Source: an optimization exercise on an open RTL-to-GDS flow (aim: small area and a short achievable clock period). Production flows keep margins and buffers that such runs may drop. Function was checked by simulation only, so behaviour that the tests miss may differ from the original. No activity file was given, so power comes from the tool's default toggle rates.

File: flow/flow/run.sh
#!/bin/bash
# The standard layout (standard.sh, ORFS on the standard flow's config) with two changes:
# the port buffers are buf_4 cells rather than buffer_ports' default pick
# (a slow delay buffer that the timing repair, held to the same footprint,
# could not replace), and the timing repair may change a cell's footprint.
# make's output goes to make_finish.log here; ORFS keeps each step's log
# under orfs/logs.
set -euo pipefail
export BUFFER_PORTS_ARGS="-buffer_cell sky130_fd_sc_hd__buf_4"
bash standard.sh MATCH_CELL_FOOTPRINT=0 finish > make_finish.log 2>&1
File: flow/standard.sh
#!/bin/bash
# synth_recipe.tcl (not shown) runs the flow's synth.tcl, then flattens the netlist and writes it again
# the make line also repeats each setting of config.mk as NAME=value (left out here)
make -C /OpenROAD-flow-scripts/flow DESIGN_CONFIG=/design/flow/config.mk WORK_HOME=/design/flow/orfs CLKGATE_MAP_FILE= SYNTH_SCRIPT=/design/flow/synth_recipe.tcl "${@:-finish}"
File: flow/config.mk
export PLATFORM = sky130hd
export DESIGN_NAME = cpuTop
export DESIGN_NICKNAME = cpuTop
export VERILOG_FILES = /design/flow/design.v
export SDC_FILE = /design/flow/constraint.sdc
export NUM_CORES = 4
export LEC_CHECK = 0
export CAP_MARGIN = 20
export CORE_MARGIN = 2
export CORE_UTILIZATION = 30
export CTS_CLUSTER_DIAMETER = 100
export CTS_CLUSTER_SIZE = 26
export PLACE_DENSITY = 0.55
export SETUP_SLACK_MARGIN = 5
export SLEW_MARGIN = 20
File: flow/constraint.sdc
create_clock -name core_clock -period 8.5 [get_ports {clk}]
set_input_delay 1.7000 -clock core_clock [delete_from_list [all_inputs] [get_ports {clk}]]
set_output_delay 1.7000 -clock core_clock [all_outputs]
set_load 0.01 [all_outputs]
File: flow/design.v
`default_nettype none
package cpuPkg;
  localparam int dataWidth    = 16;   
  localparam int instWidth    = 32;   
  localparam int regCount     = 16;
  localparam int regAddrWidth = 4;    
  localparam int memDepth     = 64;   
  localparam int memAddrWidth = 6;    
  localparam int shamtWidth   = 5;
  localparam int regResetStep = 10;
  localparam logic [5:0] opRtype = 6'b000000;
  localparam logic [5:0] opLh    = 6'b100001;
  localparam logic [5:0] opSh    = 6'b101001;
  localparam logic [5:0] opAddi  = 6'b001000;
  localparam logic [5:0] opAndi  = 6'b001100;
  localparam logic [5:0] opOri   = 6'b001101;
  localparam logic [5:0] opSlti  = 6'b001010;
  localparam logic [5:0] opLui   = 6'b001111;
  localparam logic [5:0] fnAdd = 6'b100000;
  localparam logic [5:0] fnSub = 6'b100010;
  localparam logic [5:0] fnAnd = 6'b100100;
  localparam logic [5:0] fnOr  = 6'b100101;
  localparam logic [5:0] fnNor = 6'b100111;
  localparam logic [5:0] fnSlt = 6'b101010;
  localparam logic [5:0] fnSll = 6'b000000;
  localparam logic [5:0] fnSrl = 6'b000010;
  localparam int selAdd = 0;   
  localparam int selSub = 1;
  localparam int selAnd = 2;   
  localparam int selOr  = 3;   
  localparam int selNor = 4;
  localparam int selSlt = 5;   
  localparam int selSll = 6;
  localparam int selSrl = 7;
  localparam int selMem = 8;   
  localparam int selCount = 9;
endpackage
`default_nettype wire
`timescale 1ns/10ps
`default_nettype none
module aluCore (
  input  wire logic [cpuPkg::dataWidth-1:0]   opA,
  input  wire logic [cpuPkg::dataWidth-1:0]   opB,
  input  wire logic [cpuPkg::selCount-1:0]    resSel,
  input  wire logic [cpuPkg::shamtWidth-1:0]  shamt,
  input  wire logic                           ovfAdd,
  input  wire logic                           ovfSub,
  output logic      [cpuPkg::dataWidth-1:0]   result,
  output logic                                overflow
);
  localparam int msb = cpuPkg::dataWidth - 1;
  localparam int w   = cpuPkg::dataWidth;
  logic         subtract;
  logic [w-1:0] opBs, sum;
  logic         carry, lessThan;
  logic [w-1:0] shIn, shOut;
  assign subtract = resSel[cpuPkg::selSub] | resSel[cpuPkg::selSlt];
  assign opBs     = opB ^ {w{subtract}};
  assign {carry, sum} = {1'b0, opA} + {1'b0, opBs} + (w+1)'(subtract);
  assign lessThan = ~carry;   
  always_comb begin
    for (int i = 0; i < w; i++)
      shIn[i] = resSel[cpuPkg::selSrl] ? opB[w-1-i] : opB[i];
  end
  assign shOut = shIn << shamt;
  always_comb begin
    result = ({w{resSel[cpuPkg::selAdd] | resSel[cpuPkg::selSub]}} & sum)
           | ({w{resSel[cpuPkg::selAnd]}} & (opA & opB))
           | ({w{resSel[cpuPkg::selOr]}}  & (opA | opB))
           | ({w{resSel[cpuPkg::selNor]}} & ~(opA | opB))
           | ({w{resSel[cpuPkg::selSlt]}} & {{msb{1'b0}}, lessThan})
           | ({w{resSel[cpuPkg::selSll]}} & shOut);   
    for (int i = 0; i < w; i++)
      result[i] = result[i] | (resSel[cpuPkg::selSrl] & shOut[w-1-i]);
  end
  assign overflow = (ovfAdd | ovfSub) & (opA[msb] == opBs[msb]) & (sum[msb] != opA[msb]);
endmodule
`default_nettype wire
`timescale 1ns/10ps
`default_nettype none
module regFile (
  input  wire logic                              clk,
  input  wire logic                              arstN,
  input  wire logic [cpuPkg::regAddrWidth-1:0]   rs,
  input  wire logic [cpuPkg::regAddrWidth-1:0]   rt,
  input  wire logic                              rdAEn,    
  input  wire logic                              rdBEn,
  output logic      [cpuPkg::dataWidth-1:0]      rdA,
  output logic      [cpuPkg::dataWidth-1:0]      rdB,
  input  wire logic                              wrEn,
  input  wire logic [cpuPkg::regAddrWidth-1:0]   wrAddr,
  input  wire logic [cpuPkg::dataWidth-1:0]      wrData
);
  localparam int n = cpuPkg::regCount;
  localparam int w = cpuPkg::dataWidth;
  logic [w-1:0] regs [n];
  logic [n-1:0] written;
  assign regs[0]    = '0;
  assign written[0] = 1'b1;
  for (genvar i = 1; i < n; i++) begin : g_reg
    always_ff @(posedge clk or negedge arstN) begin
      if (!arstN)
        written[i] <= 1'b0;
      else if (wrEn && (wrAddr == i))
        written[i] <= 1'b1;
    end
    always_ff @(posedge clk) begin
      if (wrEn && (wrAddr == i))
        regs[i] <= wrData;   
    end
  end
  always_comb begin
    rdA = '0;
    rdB = '0;
    for (int i = 1; i < n; i++) begin
      rdA = rdA | (regs[i] & {w{(rs == i) && written[i]}})
                | (w'(i * cpuPkg::regResetStep) & {w{(rs == i) && !written[i]}});
      rdB = rdB | (regs[i] & {w{(rt == i) && written[i]}})
                | (w'(i * cpuPkg::regResetStep) & {w{(rt == i) && !written[i]}});
    end
    rdA = rdA & {w{rdAEn}};
    rdB = rdB & {w{rdBEn}};
  end
endmodule
`default_nettype wire
`timescale 1ns/10ps
`default_nettype none
module dataMem (
  input  wire logic                              clk,
  input  wire logic                              arstN,
  input  wire logic [cpuPkg::memAddrWidth-1:0]   addrA,
  input  wire logic [cpuPkg::memAddrWidth-1:0]   addrB,
  input  wire logic [cpuPkg::dataWidth-1:0]      memWrData,
  input  wire logic                              memWe,
  input  wire logic                              memRe,     
  output logic      [cpuPkg::dataWidth-1:0]      memRdData
);
  localparam int n  = cpuPkg::memDepth;
  localparam int w  = cpuPkg::dataWidth;
  localparam int aw = cpuPkg::memAddrWidth;
  logic [w-1:0]  mem [n];
  logic [n-1:0]  written;
  logic [aw-1:0] p;
  logic [1:0]    bitOk [aw][2];
  logic [7:0]    loHit;        
  logic [7:0]    hiHit [2];    
  logic [n-1:0]  hit;
  assign p = addrA ^ addrB;
  always_comb begin
    bitOk[0][0] = {p[0], ~p[0]};
    bitOk[0][1] = {p[0], ~p[0]};
    for (int i = 1; i < aw; i++) begin
      bitOk[i][0] = {  (addrA[i-1] | addrB[i-1]) ^ p[i],
                     ~((addrA[i-1] | addrB[i-1]) ^ p[i])};
      bitOk[i][1] = {  (addrA[i-1] & addrB[i-1]) ^ p[i],
                     ~((addrA[i-1] & addrB[i-1]) ^ p[i])};
    end
  end
  for (genvar k = 0; k < 8; k++) begin : g_dec
    localparam logic [2:0] kb = k;
    assign loHit[k] = bitOk[0][0][kb[0]] & bitOk[1][kb[0]][kb[1]]
                    & bitOk[2][kb[1]][kb[2]];
    for (genvar h = 0; h < 2; h++) begin : g_hi
      assign hiHit[h][k] = bitOk[3][h][kb[0]] & bitOk[4][kb[0]][kb[1]]
                         & bitOk[5][kb[1]][kb[2]];
    end
  end
  for (genvar i = 0; i < n; i++) begin : g_word
    assign hit[i] = hiHit[(i / 4) % 2][i / 8] & loHit[i % 8];
    always_ff @(posedge clk or negedge arstN) begin
      if (!arstN)
        written[i] <= 1'b0;
      else if (memWe && hit[i])
        written[i] <= 1'b1;
    end
    always_ff @(posedge clk) begin
      if (memWe && hit[i])
        mem[i] <= memWrData;
    end
  end
  logic [w:0] half [16];
  logic [w:0] rdWord;
  always_comb begin
    rdWord = '0;
    for (int j = 0; j < 16; j++) begin
      half[j] = '0;
      for (int k = 0; k < 4; k++)
        half[j] = half[j] | ({written[4*j+k], mem[4*j+k]} & {(w+1){loHit[(4*j+k) % 8]}});
      rdWord = rdWord | (half[j] & {(w+1){hiHit[j % 2][j / 2] && memRe}});
    end
    memRdData = rdWord[w-1:0] & {w{rdWord[w]}};
  end
endmodule
`default_nettype wire
`timescale 1ns/10ps
`default_nettype none
module instDecoder (
  input  wire logic [cpuPkg::instWidth-1:0]  inst,
  output logic      [cpuPkg::selCount-1:0]   resSel,      
  output logic                               useImm,      
  output logic                               zeroA,       
  output logic                               regWrite,
  output logic                               destIsRd,
  output logic                               memWrite,
  output logic                               illegalOp,
  output logic                               ovfAdd,
  output logic                               ovfSub
);
  logic [5:0] opcode;
  logic [5:0] funct;
  assign opcode = inst[31:26];
  assign funct  = inst[5:0];
  always_comb begin
    resSel    = '0;
    useImm    = 1'b0;
    zeroA     = 1'b0;
    regWrite  = 1'b0;
    destIsRd  = 1'b0;
    memWrite  = 1'b0;
    illegalOp = 1'b0;
    ovfAdd    = 1'b0;
    ovfSub    = 1'b0;
    case (opcode)
      cpuPkg::opRtype: begin
        regWrite = 1'b1;
        destIsRd = 1'b1;
        case (funct)
          cpuPkg::fnAdd: begin
            resSel[cpuPkg::selAdd] = 1'b1;
            ovfAdd = 1'b1;
          end
          cpuPkg::fnSub: begin
            resSel[cpuPkg::selSub] = 1'b1;
            ovfSub = 1'b1;
          end
          cpuPkg::fnAnd: resSel[cpuPkg::selAnd] = 1'b1;
          cpuPkg::fnOr:  resSel[cpuPkg::selOr]  = 1'b1;
          cpuPkg::fnNor: resSel[cpuPkg::selNor] = 1'b1;
          cpuPkg::fnSlt: resSel[cpuPkg::selSlt] = 1'b1;
          cpuPkg::fnSll: resSel[cpuPkg::selSll] = 1'b1;
          cpuPkg::fnSrl: resSel[cpuPkg::selSrl] = 1'b1;
          default: begin
            illegalOp = 1'b1;
            regWrite  = 1'b0;
            destIsRd  = 1'b0;
          end
        endcase
      end
      cpuPkg::opLh: begin
        resSel[cpuPkg::selMem] = 1'b1;
        useImm   = 1'b1;
        regWrite = 1'b1;
      end
      cpuPkg::opSh: begin
        resSel[cpuPkg::selAdd] = 1'b1;   
        useImm   = 1'b1;
        memWrite = 1'b1;
      end
      cpuPkg::opAddi: begin
        resSel[cpuPkg::selAdd] = 1'b1;
        useImm   = 1'b1;
        regWrite = 1'b1;
        ovfAdd   = 1'b1;
      end
      cpuPkg::opAndi: begin
        resSel[cpuPkg::selAnd] = 1'b1;
        useImm   = 1'b1;
        regWrite = 1'b1;
      end
      cpuPkg::opOri: begin
        resSel[cpuPkg::selOr] = 1'b1;
        useImm   = 1'b1;
        regWrite = 1'b1;
      end
      cpuPkg::opSlti: begin
        resSel[cpuPkg::selSlt] = 1'b1;
        useImm   = 1'b1;
        regWrite = 1'b1;
      end
      cpuPkg::opLui: begin
        resSel[cpuPkg::selOr] = 1'b1;   
        zeroA    = 1'b1;
        useImm   = 1'b1;
        regWrite = 1'b1;
      end
      default: illegalOp = 1'b1;
    endcase
  end
endmodule
`default_nettype wire
`timescale 1ns/10ps
`default_nettype none
module execStage (
  input  wire logic                              clk,
  input  wire logic                              arstN,
  input  wire logic [cpuPkg::instWidth-1:0]      inst,
  input  wire logic                              instValid,
  input  wire logic [cpuPkg::selCount-1:0]       resSel,
  input  wire logic                              useImm,
  input  wire logic                              zeroA,
  input  wire logic                              regWrite,
  input  wire logic                              destIsRd,
  input  wire logic                              memWrite,
  input  wire logic                              illegalOp,
  input  wire logic                              ovfAdd,
  input  wire logic                              ovfSub,
  output logic                                   resultValid,
  output logic      [cpuPkg::dataWidth-1:0]      result,
  output logic                                   overflow,
  output logic                                   illegal
);
  localparam int w = cpuPkg::dataWidth;
  logic [cpuPkg::regAddrWidth-1:0] rs, rt, wa;
  logic [w-1:0]                    rdA, rdB;
  assign rs = inst[24:21];   
  assign rt = inst[19:16];
  assign wa = destIsRd ? inst[14:11] : rt;
  logic                            dValid, dRegWr, dMemWr;
  logic [cpuPkg::regAddrWidth-1:0] dWa;
  logic [cpuPkg::selCount-1:0]     dSel;
  logic                            dOvfAdd, dOvfSub, dIllegal;
  logic [w-1:0]                    pA, pX, pS;
  logic                            bAAlu, bXAlu, bSAlu, bAMem, bXMem, bSMem;
  logic                            aluOvf;
  logic [w-1:0]                    aluR, memR;
  logic                            wWr;
  logic [cpuPkg::regAddrWidth-1:0] wWa;
  assign result = aluR | memR;   
  always_ff @(posedge clk or negedge arstN) begin
    if (!arstN) begin
      dValid <= 1'b0;
      dRegWr <= 1'b0;
      dMemWr <= 1'b0;
      wWr    <= 1'b0;
    end else begin
      dValid <= instValid;
      dRegWr <= instValid & regWrite & (wa != '0);   
      dMemWr <= instValid & memWrite;
      wWr    <= dRegWr;
    end
  end
  logic nextBA, nextBX, nextBS, pendA, pendB;
  assign nextBA = dRegWr && (dWa == rs) && !zeroA;
  assign nextBX = dRegWr && (dWa == rt) && !useImm;
  assign nextBS = dRegWr && (dWa == rt) && memWrite;
  assign pendA  = wWr && (wWa == rs) && !nextBA && !zeroA;
  assign pendB  = wWr && (wWa == rt) && !(dRegWr && (dWa == rt));
  logic [w-1:0] opBReg;
  assign opBReg = rdB | (result & {w{pendB}});
  always_ff @(posedge clk) begin
    dWa      <= wa;
    dSel     <= resSel;
    dOvfAdd  <= ovfAdd;
    dOvfSub  <= ovfSub;
    dIllegal <= illegalOp;
    pA       <= rdA | (result & {w{pendA}});
    pX       <= useImm ? inst[15:0] : opBReg;
    pS       <= memWrite ? opBReg : w'(inst[10:6]);   
    bAAlu    <= nextBA && !dSel[cpuPkg::selMem];
    bXAlu    <= nextBX && !dSel[cpuPkg::selMem];
    bSAlu    <= nextBS && !dSel[cpuPkg::selMem];
    bAMem    <= nextBA && dSel[cpuPkg::selMem];
    bXMem    <= nextBX && dSel[cpuPkg::selMem];
    bSMem    <= nextBS && dSel[cpuPkg::selMem];
  end
  logic [w-1:0]                    opA, opX, stData;
  logic [w-1:0]                    memRdData;   
  logic [w-1:0]                    aluData;
  assign opA    = pA | (aluR & {w{bAAlu}}) | (memR & {w{bAMem}});
  assign opX    = pX | (aluR & {w{bXAlu}}) | (memR & {w{bXMem}});
  assign stData = pS | (aluR & {w{bSAlu}}) | (memR & {w{bSMem}});
  regFile regs (
    .clk(clk), .arstN(arstN),
    .rs(rs), .rt(rt),
    .rdAEn(!nextBA && !pendA && !zeroA),
    .rdBEn(!(dRegWr && (dWa == rt)) && !pendB),
    .rdA(rdA), .rdB(rdB),
    .wrEn(wWr), .wrAddr(wWa), .wrData(result)
  );
  dataMem mem (
    .clk(clk), .arstN(arstN),
    .addrA(opA[cpuPkg::memAddrWidth-1:0]), .addrB(pX[cpuPkg::memAddrWidth-1:0]),   
    .memWrData(stData), .memWe(dMemWr), .memRe(dSel[cpuPkg::selMem]),
    .memRdData(memRdData)
  );
  aluCore alu (
    .opA(opA), .opB(opX), .resSel(dSel), .shamt(pS[cpuPkg::shamtWidth-1:0]),
    .ovfAdd(dOvfAdd), .ovfSub(dOvfSub),
    .result(aluData), .overflow(aluOvf)
  );
  always_ff @(posedge clk or negedge arstN) begin
    if (!arstN) resultValid <= 1'b0;
    else        resultValid <= dValid;
  end
  always_ff @(posedge clk) begin
    aluR     <= aluData;
    memR     <= memRdData;
    wWa      <= dWa;
    overflow <= aluOvf;
    illegal  <= dIllegal;
  end
endmodule
`default_nettype wire
`timescale 1ns/10ps
`default_nettype none
module cpuTop (
  input  wire logic                          clk,
  input  wire logic                          arstN,
  input  wire logic [cpuPkg::instWidth-1:0]  inst,
  input  wire logic                          instValid,
  output logic                               resultValid,
  output logic      [cpuPkg::dataWidth-1:0]  result,
  output logic                               overflow,
  output logic                               illegal
);
  logic [cpuPkg::selCount-1:0] resSel;
  logic useImm, zeroA, regWrite, destIsRd, memWrite, illegalOp, ovfAdd, ovfSub;
  instDecoder dec (
    .inst(inst), .resSel(resSel), .useImm(useImm), .zeroA(zeroA), .regWrite(regWrite),
    .destIsRd(destIsRd), .memWrite(memWrite), .illegalOp(illegalOp),
    .ovfAdd(ovfAdd), .ovfSub(ovfSub)
  );
  execStage exec (
    .clk(clk), .arstN(arstN), .inst(inst), .instValid(instValid),
    .resSel(resSel), .useImm(useImm), .zeroA(zeroA), .regWrite(regWrite),
    .destIsRd(destIsRd), .memWrite(memWrite), .illegalOp(illegalOp),
    .ovfAdd(ovfAdd), .ovfSub(ovfSub),
    .resultValid(resultValid), .result(result),
    .overflow(overflow), .illegal(illegal)
  );
endmodule
`default_nettype wire
==> qor.yml <==
run_status: "finished clean"
ir_worst_vdd_uv: 147.3
worst_ep_required_time_ns: 9.08
yosysSeqAreaShare_pct: 72.33
endpoint_kind: "register"
viasPerCell: 5.898
antenna_left: 0
grt_setup_unrepaired: "true"
wirelength_um: 215200
grt_max_degree: 65
dieArea_um2: 198000
synth_cell_type_count: 86
multi_input_comb_area_um2: 17100
synth_top_flop_cell: "edfxtp_1"
die_w_um: 445.0
setup_tns_ns: 0
synth-edff-count: 1264
die_y_um: 445.0
hold_ws_ns: 0.3437
min_path_type: "register to register"
start_util_pct: 30.23
yosysMostFrequentCell: "edfxtp_1"
fmax_ghz: 0.2734
first_iter_violations: 6125
min_to: "exec.illegal"
synth_seq_cells: 1455
grt_pass1_wl_um: 297000
tightest_slew_ns: 1.262
ioPinCount: 54
syn_area_um2: 58340
final_max_slew_viol_count: 0
stdcell_count: 6758
area_delta_synth_final_pct: 20.06
setup_violations: 0
synth_warnings: 10
rows: 161
hp-start: "exec.dIllegal"
reg2reg_from: "exec.bAMem"
synth_top_area_share_pct: 65.06
clk_path_buf_depth: 3
crit_path_max_fanout: 15
root_buffer: "clkbuf_16"
ys_top_cells_by_count: "edfxtp_1 (1264), a22oi_1 (619), a21oi_1 (251), nor2_1 (170), clkbuf_1 (152)"
detail_route.first_pass.iterations: 8
synth.largest_area_cell: "edfxtp_1"
portBuffers: 51
skew_ns: 0.05782
fill_cells: 18070
r2r_slack_ns: 4.84
period_share_pct: 43.03
drive_gt1_share_pct: 24.40
wl_per_cell_um: 31.85
r2r_cells: 15
start_kind: "register"
htreeDepth: 3
reg2reg_to: "exec.memR[11]"
place_congestion: 0.9344
vias: 39860
grt_usage_pct: 20.99
synthArstFlopShare_pct: 5.773
netlist_instances: 3927
clock-sinks: 1455
finalHoldViolCount: 0
critPathKind: "register to register"
dpl.hpwl_um: 119300
cts_tree: "built"
finalPower_w: 0.01522
clk_pin_slew_ns: 0.10
drc_errors: 0
cts_hold_buf: 0
critPathArrivalTime_ns: 4.24
timing.max_cap.violations: 0
leakage_nw: 23.37
clkLatencyLatePin_ns: 0.75
final_nets: 4235
placed_cells: 6360
synth_nets: 3988
coreArea_um2: 193000
ys_top_cells_by_area: "edfxtp_1 (65%), a22oi_1 (8.0%), dfxtp_1 (3.7%), dfrtp_1 (3.6%), a21oi_1 (2.2%)"
antenna_found_initial: 8
fin_crit_ns: 3.658
overflow: 0
max_slew_margin_pct: 15.84
final-seq-area_um2: 42230
final_util_pct: 36.30
holdPathStages: 0
grt_pass1_vias: 37670
p_per_area_nw_per_um2: 217.2
syn-mean-instance-area_um2: 14.86
cts_made_buffers: 68
state kept, by name, summed over array words and instances, names as in the netlist, 4 cells and up:
name,flops
exec.wWa,4
exec.dWa,4
exec.aluR,16
exec.pA,16
exec.pS,16
exec.dSel,9
exec.regs.regs,240
exec.mem.written,64
exec.mem.mem,1024
exec.memR,16
exec.pX,16
exec.regs.written,15
per-layer routing:
layer	vias up	track usage (%)	routed length (um)
li1	16440	-	-
met1	20470	28.09	84230
met2	2463	33.02	97810
met3	481	4.328	22610
met4	4	8.937	10460
met5	-	0.3419	108
repair_timing:
item                                    4_1_cts  5_1_grt
endpoints found under the setup margin     1153      243
resized for setup                           319      129
pin swaps                                   142       59
setup buffers                               211       31
gates cloned                                 26        2
power breakdown:
| part | leakage (nW) | total, W | internal (W) | switching (W) |
|---|---|---|---|---|
| sequential | 15.0 | 0.00783 | 0.00775 | 0.0000740 |
| combinational | 7.36 | 0.00342 | 0.00123 | 0.00219 |
| clock | 1.00 | 0.00397 | 0.00160 | 0.00237 |
cells by family after synthesis:
kind of cell | after synthesis | share of synthesized area, %
buffers and inverters | 300 | 2.142
AO/OA/AOI/OAI | 1274 | 15.75
XOR/XNOR | 63 | 1.079
multiplexers | 61 | 1.345
AND/OR/NAND/NOR | 748 | 6.785
flip-flops | 1455 | 72.33
adder cells (fa/ha/maj) | 26 | 0.5704
worst max-delay path by stage:
stage,from,endpoint,cells past startpoint
detailed placement,exec.bAAlu,exec.memR[0],11
finish,exec.bAMem,exec.memR[11],15
CTS,exec.bAAlu,exec.memR[1],12
global placement,exec.bAAlu,exec.memR[0],11
floorplan,exec.bAAlu,exec.mem.mem[58][0],13
global route,exec.bAMem,exec.memR[1],14
layout make-up:
| cell class | instances | area share (%) |
|---|---|---|
| Sequential cell | 1455 | 60.28 |
| Antenna cell | 2 | 0.007145 |
| Inverter | 43 | 0.2483 |
| Multi-Input combinational cell | 2172 | 24.41 |
| Clock buffer | 112 | 2.679 |
| Clock inverter | 14 | 0.3412 |
| Timing Repair Buffer | 434 | 7.520 |
| Tap cell | 2526 | 4.512 |
critical path: stages (launching register included):
cell,delay [ns]
dfxtp_2,0.34
buf_12,0.14
a221o_2,0.41
inv_4,0.09
ha_4,0.25
xor2_4,0.33
nor3_4,0.10
buf_6,0.14
buf_12,0.13
buf_16,0.14
buf_6,0.13
a22oi_2,0.15
a21oi_2,0.09
or4_4,0.56
nor4_4,0.37
a31oi_1,0.14
per-stage QoR:
stage                     area [um^2]  worst slack (ns)
after floorplan                 58940             4.905
after global placement          62460             3.017
after detailed placement        62460             2.990
after CTS                       69060             4.791
after global routing            70040             4.803
final                           70050             4.842
cells in the final DEF (no fill, tap or decap), types with 28 or more instances in the layout:
master	instances
nor2_4	76
a22oi_1	561
buf_12	105
nor3_1	50
or2_2	73
o21ai_0	58
clkbuf_1	43
and3_1	29
nand4_1	52
a21oi_2	46
a221o_1	30
nand3_1	70
dfxtp_1	93
nor2_1	80
edfxtp_1	1264
inv_1	35
a31oi_1	28
a22o_1	56
buf_6	44
a221oi_1	46
a22oi_2	58
buf_4	250
clkbuf_16	88
a21oi_1	202
dfrtp_1	84
nand2_1	93
mux2i_1	30

what the ideal ports hide:
No port has a modelled driver above. Below, the same layout with a new extraction and two added sets of constraints.
Step 1 assumes that a clkbuf_16 drives the clock port and a buf_2 every other input.
Step 2, shift: input delay + t, output delay - t, t = (earliest + latest rising clock arrival at the registers) / 2. This alone moves slack from input paths to output paths.
Three values: ideal, step 1, step 2; two values: the first two.
t, ns: 0.801
setup slack, ns: 4.842 / 4.842 / 4.181
slew at the worst register clock pin (ns): 0.12 / 0.12
After both steps setup and hold are still met in this run. The setup slack of this run moves by 0.000 ns with the drivers and by -0.661 ns with both steps.
